This design comes from an exercise in tuning for small area, a short achievable clock period and few clock cycles on the open sky130 flow, not from production work. At most, simulation tests tie the RTL to the original design; equivalence was not proved. The RTL of run 2 was laid out without a check of its function. Power and IR drop assume default switching activity.

## flow/design.v (module list and top-level ports; edited modules follow where they fit)
// module matmul_sequencer: 1495 lines
module matmul_sequencer (
  input  logic       clk,
  input  logic       rst,
  input  logic       rx_valid,
  input  logic [7:0] rx_data,
  output logic [7:0] tx_data,
  output logic       tx_valid,
  input  logic       tx_ready,
  output logic       busy,
  output logic       done,
  output logic       err
);
  // ...
==> flow/flow/run.sh <==
#!/bin/bash
set -euo pipefail
bash standard.sh SETUP_SLACK_MARGIN=7.65 CTS_CLUSTER_SIZE=25 CTS_CLUSTER_DIAMETER=70 finish > standard.log 2>&1
==> flow/standard.sh <==
#!/bin/bash
# synth_recipe.tcl (not shown) runs the flow's synth.tcl, then flattens the netlist and writes it again
# the make line also repeats each setting of config.mk as NAME=value (left out here)
make -C /OpenROAD-flow-scripts/flow DESIGN_CONFIG=/design/flow/config.mk WORK_HOME=/design/flow/orfs CLKGATE_MAP_FILE= SYNTH_SCRIPT=/design/flow/synth_recipe.tcl "${@:-finish}"
==> flow/config.mk <==
export PLATFORM = sky130hd
export DESIGN_NAME = matmul_sequencer
export DESIGN_NICKNAME = matmul_sequencer
export VERILOG_FILES = /design/flow/design.v
export SDC_FILE = /design/flow/constraint.sdc
export NUM_CORES = 4
export LEC_CHECK = 0
export CAP_MARGIN = 20
export CORE_MARGIN = 2
export CORE_UTILIZATION = 40
export PLACE_DENSITY = 0.6
export SLEW_MARGIN = 20
==> flow/constraint.sdc <==
create_clock -name core_clock -period 11.0 [get_ports {clk}]
set_input_delay 2.2000 -clock core_clock [delete_from_list [all_inputs] [get_ports {clk}]]
set_output_delay 2.2000 -clock core_clock [all_outputs]
set_load 0.01 [all_outputs]
==> results.cfg, run 1 <==
[outcome]
result_of_the_run = finished clean

[sta]
unrepaired_setup_endpoints_after_global_routing = yes
report.final.hold_viol_count = 0
final.min_clock_period_ns = 3.43
fin_tns_setup_ns = 0

[synth]
syn_avg_cell_area_um2 = 12.2
synth-compound-area-share_pct = 9.26
synth_area_leader_cell = dfxtp_1
synth.top_cells.by_area = dfxtp_1, fa_1, edfxtp_1, a22oi_1, xnor2_1
async_flop_share_pct = 4.25
ys_seq_elements = 1317
synthesis.area_um2 = 48300
synthDominantCellAreaShare_pct = 48.3
synth_most_common_cell = dfxtp_1

[pwr]
fin_total_pwr_mw = 12.5
combinationalPower_mw = 4.46
total_leakage_power_nw = 21.1
power.group.top = sequential cells
switchingPower_mw = 4.27
vdd_drop_max_mv = 0.134

[cts]
clock_buffer_count_from_cts = 68
cts.hold.buffers_added = 0
clockRootBuffer = clkbuf_16

[route]
met3_layer_wire_length_in_the_routed_design_um = 6880
detail-route-antenna-nets = 0

[global_route]
globalRoute.busiestLayer = met2
grt_use_met1_pct = 27.1
globalRouteTotalUtil_pct = 19.1

[critical_path]
end_kind = output pin
critical_path.cell_chain = buf_6

[run]
drv_cap = 0

[placed_design]
place_inst = 5410
place.gp.congestion = 0.836

[floorplanning]
taps = 1612
initial_core_utilization_pct = 40.3
placement_rows = 127

[cells_and_area]
most-common-layout-cells = dfxtp_1, inv_1, nand2_1, a22oi_1, fa_1
fillers = 11100
mostFrequentLayoutCell = dfxtp_1
layout.cells.largest_class = sequential cells

[min_path]
worst_hold_path.endpoint = ar[1][2]
Testbench counts, summed over its fixed seeds: cycles 26,589.
==> run 2: changes to the inputs <==
--- a/flow/design.v
+++ b/flow/design.v
@@ -28,20 +28,21 @@
   logic        wfin_q;
   logic [1:0]  wfj_q;
   logic [2:0]  fcol_q;
   logic [31:0] w_q;
   logic        wv_q, wlast_q;
   logic [1:0]  wb_q, oi_q, oj_q;
   logic        oall_q;
   logic [7:0]  tx_data_q;
-  logic        tx_valid_q, tx_last_q;
+  logic        tx_valid_q, tx_last_q, txe_q, run;
   logic        rxv, wend, hdr_ok, bload, going_busy, awe;
   logic [31:0] word_d;
-  assign rxv    = rx_valid & ~busy_q;
+  assign run    = (st_q == S_RUN);
+  assign rxv    = rx_valid & ~run;
   assign wend   = rxv & (bcnt_q == 2'd3);
   assign word_d = {word_q, rx_data};
   assign hdr_ok = ~nz_q & (rx_data[7:3] == 5'd0) & (rx_data[2:0] != 3'd0) &
                   ~(rx_data[2] & (rx_data[1:0] != 2'd0));
   assign bload  = wend & (st_q == S_B);
   assign going_busy = bload & (ci_q == nm1_q) & (ck_q == pm1_q);
   assign awe    = apend_q & ((lph_q + 2'd1) == tr_q);
   always_ff @(posedge clk) begin
@@ -1315,35 +1316,39 @@
   assign t_s[30] = c270;
   assign t_c[30] = s271;
   assign t_s[31] = c271;
   assign t_c[31] = s272;
   always_ff @(posedge clk) cut_q <= cut_d;
   logic        take, txfree, busy_eff, tx_go, w_to_tx, wfree, avail, load, direct;
   logic [31:0] src;
   logic [7:0]  wbyte;
-  assign take     = tx_valid_q & tx_ready;
-  assign txfree   = ~tx_valid_q | tx_ready;
-  assign busy_eff = busy_q | going_busy;
+  assign take     = ~txe_q & tx_ready;
+  assign txfree   = txe_q | tx_ready;
+  assign busy_eff = run | going_busy;
   assign tx_go    = txfree & busy_eff;
   assign w_to_tx  = tx_go & wv_q;
-  assign wfree    = ~wv_q | (w_to_tx & (wb_q == 2'd3));
+  assign wfree    = ~wv_q | (txfree & run & (wb_q == 2'd3));
   assign src      = cr[oj_q][0];
   assign avail    = st_q[1] & ~oall_q & ((lph_q + 2'd2) == oi_q) &
                     (({1'b0, oj_q} < fcol_q) | (wfin_q & (wfj_q == oj_q)));
   assign load     = avail & wfree;
   assign direct   = load & tx_go & ~wv_q;
   always_comb begin
     unique case (wb_q)
       2'd0:    wbyte = w_q[31:24];
       2'd1:    wbyte = w_q[23:16];
       2'd2:    wbyte = w_q[15:8];
       default: wbyte = w_q[7:0];
     endcase
   end
+  always_ff @(posedge clk or posedge rst) begin
+    if (rst) txe_q <= 1'b1;
+    else if (tx_go) txe_q <= ~(wv_q | direct);
+  end
   always_ff @(posedge clk) begin
     if (load) w_q <= src;
     if (tx_go) tx_data_q <= wv_q ? wbyte : src[31:24];
   end
   always_ff @(posedge clk or posedge rst) begin
     if (rst) begin
       st_q      <= S_HDR;
       bcnt_q    <= '0;
==> run 2 against run 1 <==
Sequential share of layout area is 0.19 points lower; core utilization is 0.21 points higher; global-route usage is 0.11 points lower; hold slack worse by 0.00066 ns; die area hardly changed; worst setup slack worse by 0.14 ns; still clean on timing, DRC and antenna; critical path type is now input port to flip-flop; critical path depth is 7 higher; first-iteration DRC count is 1.1% lower.
==> results.cfg, run 2 <==
[synth]
ys_seq_elements = 1318
synth-seq-area-share_pct = 57.2
yosys_warnings = 6
synthesis.area_um2 = 48300
postSynthCellCount = 3893
synth_most_common_cell = dfxtp_1
synth_edf_count = 96
synthDominantCellAreaShare_pct = 48.3
synth-main-ff-cell = dfxtp_1
synth.top_cells.by_area = dfxtp_1, fa_1, edfxtp_1, a22oi_1, xnor2_1
syn-num-nets = 4214
synth.distinct_cells = 71
synth.top_cells.by_count = dfxtp_1, inv_1, a22oi_1, nand2_1, fa_1
syn_avg_cell_area_um2 = 12.4
async_flop_share_pct = 4.32
synth_area_leader_cell = dfxtp_1

[floorplanning]
die-width_um = 351
die_height_um = 351
initial_core_utilization_pct = 40.3
io_pins = 24
dieArea_um2 = 124000
design.core.area_um2 = 120000
placement_rows = 127

[sta]
report.final.hold_viol_count = 0
unrepaired_setup_endpoints_after_global_routing = yes
finalSetupViolations = 0
final_max_slew_viol_count = 0
timing.final.crit_share_pct = 32.5
fin_worst_skew_ns = 0.0302
maxClockFrequency_mhz = 280
final_worst_hold_slack_ns = 0.318
fin_tns_setup_ns = 0
slew_headroom_pct = 37.9
final.min_clock_period_ns = 3.58
timing_worst_slew_pin_value_ns = 0.925

[global_route]
vias_in_the_first_global_route = 28400
antenna_violations_before_repair = 2
overflow = 0
wire_length_of_the_first_global_routing_pass_um = 178000
globalRouteTotalUtil_pct = 19.0
grt_start_max_net_pins = 58

[route]
drt_wl_total_um = 117000
detail-route-antenna-nets = 0
post-route-drc-count = 0
drt-wirelength-per-cell_um = 21.1
route.detailed.vias_per_inst = 5.04
detail_route.first_pass.iterations = 6
dr.first_iter.drc_count = 2249
dr_total_vias = 28000

[outcome]
result_of_the_run = finished clean

[critical_path]
r2r_slack_ns = 7.73
rr_endpoint = cut_q[58]
end_kind = flip-flop
arrival_ns = 4.11
worst_r2r_startpoint = tj_q[0]
setup.worst_path.class = input port to flip-flop
start_kind = input port
worst_reg2reg_path_depth = 8
required_ns = 11.53
critPathMaxFanout = 3

[cts]
h-tree-depth = 3
worstSkewPairLatency_ns = 0.66
clock_buffer_count_from_cts = 67
clk_sink_count = 1318
cts_buffer_depth = 3
clk_transition_reported_paths_ns = 0.10
tritoncts_clock_tree = yes
clockRootBuffer = clkbuf_16

[cells_and_area]
nNetsFinal = 4220
mostFrequentLayoutCell = dfxtp_1
fin_cells = 5549
finalInstanceArea_um2 = 53800
most-common-layout-cells = dfxtp_1, inv_1, a22oi_1, nand2_1, fa_1
largest_registers = ar: 512 flops, cr: 512 flops, cut_q: 93 flops
syn2layout_area_growth_pct = 11.4
layout-drive-gt1-share_pct = 14.3

[min_path]
hold_path_depth = 0
timing.hold.worst.class = flip-flop to flip-flop
hold_start = cr[9][14]
worst_hold_path.endpoint = cr[10][14]

[pwr]
total_leakage_power_nw = 21.3
fin_total_pwr_mw = 8.44
power.density_nw_per_um2 = 157
vdd_drop_max_mv = 0.130

[placed_design]
place.gp.congestion = 0.836
dp.final_hpwl_um = 72100
placed_cell_area_um2 = 50200
buffer_ports.inserted = 23
place_inst = 5354

[run]
drv_cap = 0
==> run 2: changes by cell type in the layout (fill, tap and decap cells not counted), moves of 9 or more <==
cell      delta
nand2b_1    +17
nand2_1     -56
mux2_2      +23
a21o_1       -9
a22oi_1     -14
nor2_1      -28
o221ai_1    +14
buf_4       +14
o21ai_0     +10
==> run 2: what timing repair did <==
item,4_1_cts,5_1_grt
pin swaps,13,25
gates cloned,5,1
hold buffers,0,0
endpoints found under the setup margin,257,130
resized for setup,141,120
setup buffers,47,35
==> run 2: worst max-delay path by stage <==
| stage | start | end | slack [ns] | cells after the start |
|---|---|---|---|---|
| floorplan | rx_data[7] | ci_q[0] | 7.02 | 7 |
| global placement | rx_valid | ci_q[0] | 5.94 | 9 |
| detailed placement | rx_valid | ci_q[0] | 5.93 | 9 |
| CTS | rx_data[3] | ci_q[0] | 7.41 | 8 |
| global route | rx_data[3] | ci_q[0] | 7.36 | 8 |
| finish | rx_data[3] | ci_q[0] | 7.42 | 8 |
==> run 2: final cells by class <==
cell class                      instances  area [µm²]
Clock buffer                           86        1790
Multi-Input combinational cell       2028       19100
Timing Repair inverter                  1        7.51
Fill cell                           11000       66000
Clock inverter                         20         245
Antenna cell                            1        2.50
Sequential cell                      1318       27700
Timing Repair Buffer                  179        1780
Tap cell                             1612        2020
Inverter                              304        1160
==> run 2: where the power goes <==
part | total [mW] | internal (mW) | leakage, nW | switching [mW]
Clock | 2.76 | 1.22 | 0.992 | 1.54
Sequential | 4.91 | 4.88 | 11.2 | 0.0274
Combinational | 0.766 | 0.290 | 9.15 | 0.476
==> run 2: metal layers <==
layer  GRT usage (%)  part of all wire (%)  up-vias
met5               0                     0        -
met4            6.32                   3.1        0
met3            2.71                   5.5      215
met2            29.9                    45      847
met1            26.9                    47    13900
li1                -                     -    13000
==> run 2: per-stage QoR <==
| stage | setup slack, ns | util, % |
|---|---|---|
| after global placement | 5.94 | 41.9 |
| final | 7.42 | 44.9 |
| after floorplan | 7.02 | - |
| after detailed placement | 5.93 | 41.9 |
| after global routing | 7.36 | 44.9 |
| after CTS | 7.41 | 44.2 |
==> run 2: worst max-delay path: stages <==
cell and delay (ns):
buf_6 0.09, or4_4 0.60, nor3_4 0.23, nand4b_1 0.11
nand2_1 0.12, o21ai_4 0.09, or3_4 0.35, mux2_4 0.31
==> run 2: kinds of logic after synthesis <==
group                      Yosys count  synth area share, %
DFF                               1318                 57.2
and+or+nand+nor                    445                 4.24
AOI/OAI and AO/OA                  636                 9.21
adders and majority gates          309                 11.5
buffers and inverters              549                 4.33
muxes                              265                 6.76
xor gates and xnor gates           371                 6.73

[what the ideal ports hide]
The results above use ideal ports. As a check the final layouts listed here were re-extracted and re-timed, cells and wires unchanged.
Step 1, drivers: a clkbuf_16 drives clk and a buf_2 each remaining input, both assumed.
Step 2 times the ports against the registers' clock, not the clock port: input delays grow and output delays shrink by t, the midpoint of the rising clock arrivals with the driver on.
Three values: ideal ports, drivers, drivers and shift; two values: the first two.
| run | shift t [ns] | slack for setup (ns) | slew at the worst register clock pin (ns) | pins driven straight from the clock port |
|---|---|---|---|---|
| run 1 | 0.721 | 7.568 / 7.494 / 6.992 | 0.10 / 0.10 | 1 |
| run 2 | 0.712 | 7.424 / 7.455 / 6.743 | 0.10 / 0.10 | 1 |
After both steps every run listed still meets setup and hold. For run 2, which loses most, drivers alone change the setup slack by +0.031 ns; drivers and shift together by -0.681 ns.
